This design comes from an exercise in tuning for small area, a short achievable clock period and few clock cycles on the open sky130 flow, not from production work. Function was checked by simulation only, so behaviour that the tests miss may differ from the original. Power figures rest on the tool's default switching activity, not on a simulated workload.

===== config.mk =====
export PLATFORM = sky130hd
export DESIGN_NAME = greedy_label_box_placer
export DESIGN_NICKNAME = greedy_label_box_placer
export VERILOG_FILES = /design/flow/design.v
export SDC_FILE = /design/flow/constraint.sdc
export NUM_CORES = 4
export LEC_CHECK = 0
export CAP_MARGIN = 20
export CORE_MARGIN = 2
export CORE_UTILIZATION = 45
export PLACE_DENSITY = 0.6
export SLEW_MARGIN = 20

===== constraint.sdc =====
create_clock -name core_clock -period 8.0 [get_ports {clk}]
set_input_delay 1.6000 -clock core_clock [delete_from_list [all_inputs] [get_ports {clk}]]
set_output_delay 1.6000 -clock core_clock [all_outputs]
set_load 0.01 [all_outputs]

===== design.v =====
`timescale 1ns / 1ps
module glbp_ram #(
    parameter int WIDTH = 64,
    parameter int DEPTH = 64
) (
    input  logic                                      clk,
    input  logic                                      we,
    input  logic [((DEPTH > 1) ? $clog2(DEPTH) : 1)-1:0] waddr,
    input  logic [WIDTH-1:0]                          wdata,
    input  logic                                      re,
    input  logic [((DEPTH > 1) ? $clog2(DEPTH) : 1)-1:0] raddr,
    output logic [WIDTH-1:0]                          rdata
);
    logic [WIDTH-1:0] mem [DEPTH];
    logic [WIDTH-1:0] rdata_reg;
    always_ff @(posedge clk)
    begin
        if (we)
        begin
            mem[waddr] <= wdata;
        end
        if (re)
        begin
            rdata_reg <= mem[raddr];
        end
    end
    assign rdata = rdata_reg;
endmodule
`timescale 1ns / 1ps
module glbp_ctrl (
    input  logic       clk,
    input  logic       rst_n,
    input  logic       in_valid,
    output logic       in_ready,
    input  logic [2:0] stat,
    output logic [2:0] cmd
);
    localparam logic [1:0] ST_IDLE   = 2'd0;
    localparam logic [1:0] ST_SCAN   = 2'd1;
    localparam logic [1:0] ST_DRAIN  = 2'd2;
    localparam logic [1:0] ST_FINISH = 2'd3;
    logic       store_empty;
    logic       scan_last;
    logic       out_free;
    logic       cmd_load;
    logic       cmd_rd_en;
    logic       cmd_finish;
    logic [1:0] state_reg;
    logic [1:0] state_next;
    assign store_empty = stat[2];
    assign scan_last   = stat[1];
    assign out_free    = stat[0];
    assign cmd         = {cmd_load, cmd_rd_en, cmd_finish};
    always_ff @(posedge clk or negedge rst_n)
    begin
        if (!rst_n)
        begin
            state_reg <= ST_IDLE;
        end
        else
        begin
            state_reg <= state_next;
        end
    end
    always_comb
    begin
        state_next = state_reg;
        case (state_reg)
            ST_IDLE:
            begin
                if (in_valid)
                begin
                    state_next = ST_SCAN;
                end
            end
            ST_SCAN:
            begin
                if (store_empty)
                begin
                    state_next = ST_FINISH;
                end
                else if (scan_last)
                begin
                    state_next = ST_DRAIN;
                end
            end
            ST_DRAIN:
            begin
                state_next = ST_FINISH;
            end
            ST_FINISH:
            begin
                if (out_free)
                begin
                    state_next = ST_IDLE;
                end
            end
            default:
            begin
                state_next = ST_IDLE;
            end
        endcase
    end
    always_comb
    begin
        in_ready   = 1'b0;
        cmd_load   = 1'b0;
        cmd_rd_en  = 1'b0;
        cmd_finish = 1'b0;
        case (state_reg)
            ST_IDLE:
            begin
                in_ready = 1'b1;
                cmd_load = in_valid;
            end
            ST_SCAN:
            begin
                cmd_rd_en = !store_empty;
            end
            ST_DRAIN:
            begin
            end
            ST_FINISH:
            begin
                cmd_finish = out_free;
            end
            default:
            begin
            end
        endcase
    end
endmodule
`timescale 1ns / 1ps
module glbp_dp #(
    parameter int MAX_BOXES = 64
) (
    input  logic        clk,
    input  logic        rst_n,
    input  logic        cfg_we,
    input  logic [1:0]  cfg_index,
    input  logic [14:0] cfg_data,
    input  logic [48:0] in_beat,
    input  logic [2:0]  cmd,
    output logic [2:0]  stat,
    output logic        out_valid,
    input  logic        out_ready,
    output logic [83:0] out_beat
);
    localparam int CW = $clog2(MAX_BOXES + 1);
    localparam int AW = (MAX_BOXES > 1) ? $clog2(MAX_BOXES) : 1;
    localparam logic [CW-1:0] COUNT_MAX = CW'(MAX_BOXES);
    localparam logic [1:0]  REG_BOX_WIDTH  = 2'd0;
    localparam logic [1:0]  REG_BOX_HEIGHT = 2'd1;
    localparam logic [1:0]  REG_GAP        = 2'd2;
    localparam logic [14:0] BOX_WIDTH_RST  = 15'd102;
    localparam logic [14:0] BOX_HEIGHT_RST = 15'd51;
    localparam logic [14:0] GAP_RST        = 15'd51;
    function automatic logic [15:0] sat16(input logic signed [17:0] v);
        logic [15:0] r;
        if (v > 18'sd32767)
        begin
            r = 16'h7fff;
        end
        else if (v < -18'sd32768)
        begin
            r = 16'h8000;
        end
        else
        begin
            r = v[15:0];
        end
        sat16 = r;
    endfunction
    function automatic logic rect_meet(input logic [63:0] a, input logic [63:0] b);
        rect_meet = ($signed(a[15:0])  <= $signed(b[47:32])) &&
                    ($signed(b[15:0])  <= $signed(a[47:32])) &&
                    ($signed(a[31:16]) <= $signed(b[63:48])) &&
                    ($signed(b[31:16]) <= $signed(a[63:48]));
    endfunction
    logic               cmd_load;
    logic               cmd_rd_en;
    logic               cmd_finish;
    logic signed [17:0] in_x;
    logic signed [17:0] in_y;
    logic signed [17:0] gap_s;
    logic signed [17:0] width_s;
    logic signed [17:0] height_s;
    logic [CW-1:0]      box_count_reg;
    logic [CW-1:0]      box_count_next;
    logic [CW-1:0]      scan_idx_reg;
    logic [14:0]        width_reg;
    logic [14:0]        height_reg;
    logic [14:0]        gap_reg;
    logic               rd_valid_reg;
    logic [3:0]         hits_reg;
    logic [15:0]        tag_reg;
    logic [63:0]        cand_reg [4];
    logic [63:0]        cand_next [4];
    logic signed [17:0] mx [4];
    logic signed [17:0] my [4];
    logic               out_valid_reg;
    logic [83:0]        out_reg;
    logic [83:0]        out_next;
    logic [63:0]        stored;
    logic [63:0]        cand_sel;
    logic               found;
    logic [1:0]         pos;
    logic               full;
    logic               placed;
    assign cmd_load   = cmd[2];
    assign cmd_rd_en  = cmd[1];
    assign cmd_finish = cmd[0];
    always_ff @(posedge clk or negedge rst_n)
    begin
        if (!rst_n)
        begin
            width_reg  <= BOX_WIDTH_RST;
            height_reg <= BOX_HEIGHT_RST;
            gap_reg    <= GAP_RST;
        end
        else if (cfg_we)
        begin
            case (cfg_index)
                REG_BOX_WIDTH:  width_reg  <= cfg_data;
                REG_BOX_HEIGHT: height_reg <= cfg_data;
                REG_GAP:        gap_reg    <= cfg_data;
                default:
                begin
                end
            endcase
        end
    end
    assign in_x     = {{2{in_beat[48]}}, in_beat[48:33]};
    assign in_y     = {{2{in_beat[32]}}, in_beat[32:17]};
    assign gap_s    = {3'b000, gap_reg};
    assign width_s  = {3'b000, width_reg};
    assign height_s = {3'b000, height_reg};
    always_comb
    begin
        for (int k = 0; k < 4; k++)
        begin
            if ((k & 1) != 0)
            begin
                mx[k] = in_x - gap_s - width_s;
            end
            else
            begin
                mx[k] = in_x + gap_s;
            end
            if ((k & 2) != 0)
            begin
                my[k] = in_y - gap_s - height_s;
            end
            else
            begin
                my[k] = in_y + gap_s;
            end
            cand_next[k] = {sat16(my[k] + height_s), sat16(mx[k] + width_s),
                            sat16(my[k]), sat16(mx[k])};
        end
    end
    always_ff @(posedge clk)
    begin
        if (cmd_load)
        begin
            tag_reg <= in_beat[16:1];
            for (int k = 0; k < 4; k++)
            begin
                cand_reg[k] <= cand_next[k];
            end
        end
    end
    always_comb
    begin
        found = 1'b0;
        pos   = 2'd0;
        for (int k = 3; k >= 0; k--)
        begin
            if (!hits_reg[k])
            begin
                found = 1'b1;
                pos   = 2'(k);
            end
        end
    end
    assign full     = (box_count_reg == COUNT_MAX);
    assign placed   = found && !full;
    assign cand_sel = cand_reg[pos];
    always_comb
    begin
        box_count_next = box_count_reg;
        if (cmd_load && in_beat[0])
        begin
            box_count_next = '0;
        end
        else if (cmd_finish && placed)
        begin
            box_count_next = CW'(box_count_reg + CW'(1));
        end
    end
    always_ff @(posedge clk or negedge rst_n)
    begin
        if (!rst_n)
        begin
            box_count_reg <= '0;
            scan_idx_reg  <= '0;
            rd_valid_reg  <= 1'b0;
            hits_reg      <= '0;
        end
        else
        begin
            box_count_reg <= box_count_next;
            rd_valid_reg  <= cmd_rd_en;
            if (cmd_load)
            begin
                scan_idx_reg <= '0;
                hits_reg     <= '0;
            end
            else
            begin
                if (cmd_rd_en)
                begin
                    scan_idx_reg <= CW'(scan_idx_reg + CW'(1));
                end
                if (rd_valid_reg)
                begin
                    for (int k = 0; k < 4; k++)
                    begin
                        hits_reg[k] <= hits_reg[k] | rect_meet(cand_reg[k], stored);
                    end
                end
            end
        end
    end
    glbp_ram #(
        .WIDTH (64),
        .DEPTH (MAX_BOXES)
    ) u_store (
        .clk   (clk),
        .we    (cmd_finish && placed),
        .waddr (box_count_reg[AW-1:0]),
        .wdata (cand_sel),
        .re    (cmd_rd_en),
        .raddr (scan_idx_reg[AW-1:0]),
        .rdata (stored)
    );
    always_comb
    begin
        out_next = '0;
        out_next[83]   = placed;
        out_next[16:1] = tag_reg;
        out_next[0]    = found && full;
        if (found)
        begin
            out_next[82:81] = pos;
            out_next[80:65] = cand_sel[15:0];
            out_next[64:49] = cand_sel[31:16];
            out_next[48:33] = cand_sel[47:32];
            out_next[32:17] = cand_sel[63:48];
        end
    end
    always_ff @(posedge clk or negedge rst_n)
    begin
        if (!rst_n)
        begin
            out_valid_reg <= 1'b0;
        end
        else if (cmd_finish)
        begin
            out_valid_reg <= 1'b1;
        end
        else if (out_ready)
        begin
            out_valid_reg <= 1'b0;
        end
    end
    always_ff @(posedge clk)
    begin
        if (cmd_finish)
        begin
            out_reg <= out_next;
        end
    end
    assign out_valid = out_valid_reg;
    assign out_beat  = out_reg;
    assign stat      = {(box_count_reg == '0),
                        (scan_idx_reg == CW'(box_count_reg - CW'(1))),
                        (!out_valid_reg || out_ready)};
endmodule
`timescale 1ns / 1ps
module greedy_label_box_placer #(
    parameter int MAX_BOXES = 64
) (
    input  logic        clk,
    input  logic        rst_n,
    input  logic        cfg_we,
    input  logic [1:0]  cfg_index,
    input  logic [14:0] cfg_data,
    input  logic        in_valid,
    output logic        in_ready,
    input  logic [48:0] in_beat,
    output logic        out_valid,
    input  logic        out_ready,
    output logic [83:0] out_beat
);
    logic [2:0] cmd;
    logic [2:0] stat;
    glbp_ctrl u_ctrl (
        .clk      (clk),
        .rst_n    (rst_n),
        .in_valid (in_valid),
        .in_ready (in_ready),
        .stat     (stat),
        .cmd      (cmd)
    );
    glbp_dp #(
        .MAX_BOXES (MAX_BOXES)
    ) u_dp (
        .clk       (clk),
        .rst_n     (rst_n),
        .cfg_we    (cfg_we),
        .cfg_index (cfg_index),
        .cfg_data  (cfg_data),
        .in_beat   (in_beat),
        .cmd       (cmd),
        .stat      (stat),
        .out_valid (out_valid),
        .out_ready (out_ready),
        .out_beat  (out_beat)
    );
endmodule

===== run.sh =====
#!/bin/bash
# synth_recipe.tcl (not shown) runs the flow's synth.tcl, then flattens the netlist and writes it again
# the make line also repeats each setting of config.mk as NAME=value (left out here)
make -C /OpenROAD-flow-scripts/flow DESIGN_CONFIG=/design/flow/config.mk WORK_HOME=/design/flow/orfs CLKGATE_MAP_FILE= SYNTH_SCRIPT=/design/flow/synth_recipe.tcl finish

==> metrics.md <==
| Metric | Value |
|---|---|
| Initial antenna violation count | `23` |
| Remaining DRCs | `0` |
| Clk Latency, worst-skew pair | `1.04 ns` |
| Area of the mapped netlist | `180000 sq um` |
| Worst Skew | `0.0977 ns` |
| Cells resized by post-CTS repair | `0` |
| Cell Pwr Density | `346 nW/um^2` |
| Capture instance of the worst register-to-register path | `u_dp.cand_reg[3][52]` |
| Count of fill cells added during filler insertion | `30.9k` |
| Area growth from synthesis to layout | `13.9%` |
| Share of final-layout standard cells stronger than drive strength 1 | `a little over a quarter` |
| Final Max Slew Viols | `0` |
| Via total after detailed routing | `just over 90k` |
| Top-count cell post-synth | `edfxtp_1` |
| Layout Cell Area excl Fill | `205000 sq um` |
| Number of sinks handled by clock tree synthesis | `4455` |
| Number of nets with antenna violations after detailed routing | `0` |
| Post-placement setup slack | `0.221 ns` |
| EDFF count, synth | `4388` |
| Horizontal die dimension | `636 um` |
| Category of cells accounting for the largest share of critical-path delay | `compound AO/OA/AOI/OAI gates` |
| Core area | `399000 sq um` |
| Buf+Inv Stages, Crit Path | `2` |
| Global-route wire length before repair | `738000 um` |
| Clock tree from TritonCTS | `built` |
| DRC marker count from the first detailed-route iteration | `13.1k` |
| Final-report hold violation count | `0` |
| Part of the cycle the worst path needs | `a little under nine tenths` |
| Drt pass-1 iters | `6` |
| Clock edge transition at the registers on the reported setup and hold paths | `0.06 ns` |
| Number of standard cells after synthesis | `8329` |
| Leak Pwr | `around 64 nW` |
| Transition at the pin with the smallest max-transition slack | `around 1.3 ns` |
| Min cycle time layout | `approximately 7 ns` |
| Wirelength per Cell | `37.1 um` |
| Share of the yosys chip area belonging to registers | `74.2%` |
| Category of the worst setup path capture point | `register` |
| Unrepaired setup endpoints after global routing | `false` |
| Source of the worst register-to-register timing path | `u_dp.gap_reg[1]` |
| Postcts setup bufs | `0` |
| Number of buffers inserted during clock tree synthesis | `447` |
| Class of the most critical setup path | `in -> reg` |
| Routed via count divided by cell count | `between 6 and 7` |
| Count of final setup violators | `0` |
| Highest cell delay on the worst timing path | `about 0.46 ns` |
| Worst hold path type | `reg -> reg` |
| Grt ovf | `0` |
| Total routing usage reported by global routing | `26.2%` |
| Final total power | `70.9 mW` |
| Routability congestion estimate | `0.886` |
| Cell occurring most often along the worst timing path | `a21oi_1` |
| Cells taking the most area after synthesis | `edfxtp_1, mux4_2, ha_1` |
| HPWL after detailed placement | `291000 um` |
| Hold slack final | `0.417 ns` |
| Achievable Freq | `146 MHz` |
| Maximum buffer depth of the clock tree | `4` |
| Count of buffers from port buffering | `156` |
| Most area-hungry cell type in the Yosys netlist | `edfxtp_1` |
| Die height | `636 um` |
| Worst endpoint required time | `8.82 ns` |
| Slowest CP cell | `clkdlybuf4s50_1` |
| I/O pin cnt | `157` |
| Setup slack of the worst register-to-register path | `1.29 ns` |
| Mean area per synthesized cell | `21.6 sq um` |
| Top cells by instance count after synthesis | `edfxtp_1, mux4_2, ha_1, clkbuf_1, nand2_1` |
| Quantity of hold-fixing buffers added after cts | `0` |
| Total wire length after detailed routing | `537000 um` |
| Synth cell types | `88` |
| Worst Reg-to-Reg Cells | `29` |
| Worst Hold End | `u_dp.out_reg[7]` |
| Synth Warn # | `7` |
| Worst Setup Start Kind | `input port` |
| Die Outline Area | `405000 sq um` |
| Max FFs per register | `4096` |
| Syn_nets | `8700` |
| Max capacitance violation total | `0` |
| Root Buffer | `clkbuf_16` |
| Outcome | `finished clean` |
| Most frequently used flop master after synthesis | `edfxtp_1` |
| Initial core utilization | `around 45%` |
| Yosys top cell area share | `between 70% and 80%` |
| Synth async-reset ratio | `~1.5%` |
| Maximum vdd drop | `approximately 0.26 mV` |
| Setup slack after layout | `between 1 and 1.5 ns` |
| Hold-critical path depth | `0` |
| Via count of the first global-routing pass | `91.3k` |
| Slew headroom | `approximately 15%` |
| Maximum number of pins on one net before global-route repair | `approximately 140` |
| Number of register bits inferred by synthesis | `4455` |
| Final nets | `approximately 9.2k` |
| CP arrival | `7.67 ns` |
| H-tree depth | `5` |
| Number of rows in the core area | `232` |
| Standard cell area after detailed placement | `191000 sq um` |
| Maximum fanout along the worst path | `14` |
| Hold Crit Start | `u_dp.tag_reg[6]` |
-- placed cells by master, fill, tap and decap left out, drive strengths merged, types with 9 or more instances in the layout --
master and instances:
a211oi 19, a21boi 11, a21o 48, a21oi 155, a221o 9, a31oi 16
and2 10, and3 23, buf 276, bufinv 28, clkbuf 546, clkdlybuf4s50 155
clkinv 223, clkinvlp 15, dfrtp 55, dfstp 12, diode 9, edfxtp 4388
fa 12, ha 288, inv 232, mux2 49, mux4 1344, nand2 221
nand2b 69, nand3 54, nand4 49, nor2 177, nor2b 54, nor3 42
nor4 19, o211ai 31, o21a 97, o21ai 174, o21bai 21, o31ai 12
or3 21, xnor2 84, xor2 55
-- layout make-up --
cell class,instances,area (sq um),share of cell area [%]
inverter,218,828,0.404
tap,5265,6590,3.22
multi-input combinational,3267,45100,22.0
sequential,4455,133000,65.2
timing repair buffer,431,4730,2.31
clock inverter,280,2450,1.20
clock buffer,546,11600,5.67
antenna,9,22.5,0.0110
-- power by group --
part	internal [mW]	total [mW]	switching [mW]
Clock	11.3	20.3	9.04
Combinational	8.31	20.6	12.3
Sequential	29.1	30.0	0.858
-- cell families after synthesis --
kind of cell             after synthesis  share of synthesized area, %
AO/OA/AOI/OAI                        659                          2.43
adder cells (fa/ha/maj)              305                          2.17
buffers and inverters                607                          1.29
AND/OR/NAND/NOR                      766                          2.07
multiplexers                        1398                          17.2
flip-flops                          4455                          74.2
XOR/XNOR                             139                         0.677
-- stage by stage --
step / utilization [%] / cells / setup TNS [ns]
after global routing: 51.4 / 14500 / 0
final: 51.4 / 14500 / 0
after CTS: 51.3 / 14500 / 0
after floorplan: - / 8329 / -235.13
after global placement: 47.8 / 13600 / 0
after detailed placement: 47.8 / 13600 / 0
-- per-layer routing --
layer | GRT usage, % | part of all wire [%] | vias to the layer above
met4 | 7.26 | 3.0 | 14
met1 | 37.5 | 40 | 50400
met3 | 5.14 | 9.7 | 792
li1 | - | - | 36000
met5 | 0 | 0.018 | -
met2 | 41.4 | 47 | 5011
-- worst max-delay path by stage --
stage,start,endpoint,slack (ns),cells past startpoint
6_report,in_beat[18],u_dp.cand_reg[3][52],1.15,29
5_1_grt,in_beat[33],u_dp.cand_reg[3][32],0.63,28
4_1_cts,in_beat[18],u_dp.cand_reg[3][52],1.22,29
3_5_place_dp,in_beat[18],u_dp.cand_reg[3][52],0.22,29
3_3_place_gp,in_beat[18],u_dp.cand_reg[3][49],0.17,29
2_1_floorplan,out_ready,u_dp.u_store.mem[15][0],-1.53,6
Testbench counts, summed over its fixed seeds: cycles 213,542.

## static timing again, ports no longer ideal
The results above use ideal ports. As a check the final layout listed here was re-extracted and re-timed, cells and wires unchanged.
Step 1: set_driving_cell puts a clkbuf_16 on clk and a buf_2 on each other input, an assumption about the parent block.
Step 2 moves the port delays by t, midway between the first and last clock arrival at a register: inputs arrive t later, outputs are due t later. That takes back most of the time a late clock gives input paths.
Three values: ideal, step 1, step 2; two values: the first two.
t (ns): 1.098
slack for setup (ns): 1.151 / 1.223 / 0.125
worst setup path at the end: input to register
slew at the worst register clock pin (ns): 0.07 / 0.07
pins driven straight from the clock port: 1
After both steps setup and hold are still met in this run. For this run, drivers alone change the setup slack by +0.072 ns; drivers and shift together by -1.026 ns.
